Source: an optimization exercise on an open RTL-to-GDS flow (aim: small area and few clock cycles per item). Production flows keep margins and buffers that such runs may drop.
The RTL was checked by simulation tests, not by an equivalence proof against the original design.
Power is estimated from default activity; no workload was simulated.

Design multi_channel_echo_ranger, start of the top module:
module multi_channel_echo_ranger (
   input  logic                            clock,
   input  logic                            reset,
   input  logic                            req_valid,
   output logic                            req_ready,
   input  logic                            req_operation,
   input  logic [mcer_pkg::CHANNELS-1:0]   req_echo_levels,
   output logic                            rsp_valid,
   input  logic                            rsp_ready,
   output logic                            rsp_trigger,
   output logic                            rsp_complete,
   output logic [mcer_pkg::CHANNELS-1:0]   rsp_done_mask,
   output logic                            rsp_timed_out,
   output logic [mcer_pkg::DIST_W-1:0]     rsp_distance_0,
   output logic [mcer_pkg::DIST_W-1:0]     rsp_distance_1,
   output logic [mcer_pkg::DIST_W-1:0]     rsp_distance_2,
   output logic [mcer_pkg::DIST_W-1:0]     rsp_distance_3,
   input  logic                            csr_write_en,
   input  logic [mcer_pkg::CSR_IDX_W-1:0]  csr_index,
   input  logic [mcer_pkg::CSR_W-1:0]      csr_write_data
);
  ...
For scale: ~1,100 cells after synthesis, about 130 I/O pins, roughly 0.0097 mm2 of cells after synthesis.
clock: 10.0 ns
lec_check: 0
abc_area: 1
cap_margin: 20
core_margin: 2
core_utilization: 40
place_density: 0.6
slew_margin: 20
standard.sh (not shown) runs the stock make flow with config.mk's settings and CLKGATE_MAP_FILE= SYNTH_SCRIPT=/design/flow/synth_recipe.tcl, a recipe that flattens the netlist after the stock synthesis.
==> flow/flow/run.sh <==
#!/bin/bash
# The standard layout (the standard.sh, standard synthesis unchanged), with
# - the port buffers that buffer_ports inserts made the smallest buffer cell, buf_1;
# - clock tree synthesis with clkbuf_8 buffers and no dummy loads.
set -euo pipefail
bash standard.sh \
   BUFFER_PORTS_ARGS="-buffer_cell sky130_fd_sc_hd__buf_1" \
   CTS_ARGS="-sink_clustering_enable -repair_clock_nets -buf_list sky130_fd_sc_hd__clkbuf_8 -sink_buffer_max_cap_derate 0.025 -dont_use_dummy_load" \
   finish > standard.log 2>&1
Testbench counts at the start, summed over its fixed seeds: cycles 157,232, items 151,224.
Edit:
--- a/flow/flow/run.sh
+++ b/flow/flow/run.sh
@@ -7,3 +7,3 @@
    BUFFER_PORTS_ARGS="-buffer_cell sky130_fd_sc_hd__buf_1" \
-   CTS_ARGS="-sink_clustering_enable -repair_clock_nets -buf_list sky130_fd_sc_hd__clkbuf_8 -sink_buffer_max_cap_derate 0.025 -dont_use_dummy_load" \
+   CTS_ARGS="-sink_clustering_enable -repair_clock_nets -buf_list sky130_fd_sc_hd__clkbuf_8 -dont_use_dummy_load" \
    finish > standard.log 2>&1
- CORE_UTILIZATION: 40 -> 55
- PLACE_DENSITY: 0.6 -> 0.7
After rerunning: Via count rises by 1.5%; hold slack is better by 0.0042 ns; total power falls by 0.80%; cell count falls by 6.4%; fmax rises by 0.99%; routed wire length falls by 5.2%; core utilization rises by 17 points; cell area falls by 1.2%; non-clock buffer count is unchanged; synthesized area does not change; global-route usage rises by 6.1 points.
Edit:
==> flow/flow/run.sh (replaced) <==
#!/bin/bash
# The standard layout (the standard.sh, standard synthesis unchanged), with
# - the port buffers that buffer_ports inserts made the smallest buffer cell, buf_1;
# - clock tree synthesis with clkbuf_16 buffers, clusters of up to 40 sinks, and no dummy loads.
set -euo pipefail
bash standard.sh \
   BUFFER_PORTS_ARGS="-buffer_cell sky130_fd_sc_hd__buf_1" \
   CTS_ARGS="-sink_clustering_enable -repair_clock_nets -buf_list sky130_fd_sc_hd__clkbuf_16 -sink_clustering_size 40 -sink_clustering_max_diameter 100 -dont_use_dummy_load" \
   finish > standard.log 2>&1
- CORE_UTILIZATION: 55 -> 40
- PLACE_DENSITY: 0.7 -> 0.6
What happened: Design area increases by 3.0%; clock skew fell by 0.0057 ns; count of clock-buffer cells in the layout is unchanged.
Edit:
==> flow/flow/run.sh (replaced) <==
#!/bin/bash
# The standard layout (the standard.sh, standard synthesis unchanged), with
# - the port buffers that buffer_ports inserts made the smallest buffer cell, buf_1;
# - clock tree synthesis with clkbuf_8 buffers and no dummy loads.
set -euo pipefail
bash standard.sh \
   BUFFER_PORTS_ARGS="-buffer_cell sky130_fd_sc_hd__buf_1" \
   CTS_ARGS="-sink_clustering_enable -repair_clock_nets -buf_list sky130_fd_sc_hd__clkbuf_8 -dont_use_dummy_load" \
   finish > standard.log 2>&1
- CAP_MARGIN: 20 -> 0
- SLEW_MARGIN: 20 -> 0
Effect:
- The changed run finished with timing, DRC and antenna clean
- clock-buffer cell count is unchanged
- routed wire length fell by 0.68%
- sequential power stays flat
- cell area fell by 1.8%

-- afterwards: timing with drivers on the ports --
Ports are ideal in the flow. The routed layouts listed here were re-timed in OpenROAD.
Step 1 sets driving cells, clkbuf_16 on the clock port and buf_2 on the other inputs (assumed; they add their load-dependent delay and slew).
Step 2, shift: input delay + t, output delay - t, t = (earliest + latest rising clock arrival at the registers) / 2. This alone moves slack from input paths to output paths.
Slacks: ideal ports / drivers / drivers and shift; pairs: ideal ports / drivers.
run	t, ns	setup WS [ns]	worst setup path at the end
the first run	0.506	0.659 / 0.682 / 0.177	input to register
the second run	0.499	0.751 / 0.772 / 0.273	input to register
the third run	0.468	0.622 / 0.650 / 0.182	input to register
the fourth run	0.506	0.668 / 0.691 / 0.184	input to register
After both steps setup and hold are still met in every run listed. The setup slack of the fourth run, which loses most, moves by +0.023 ns with the drivers and by -0.484 ns with both steps.
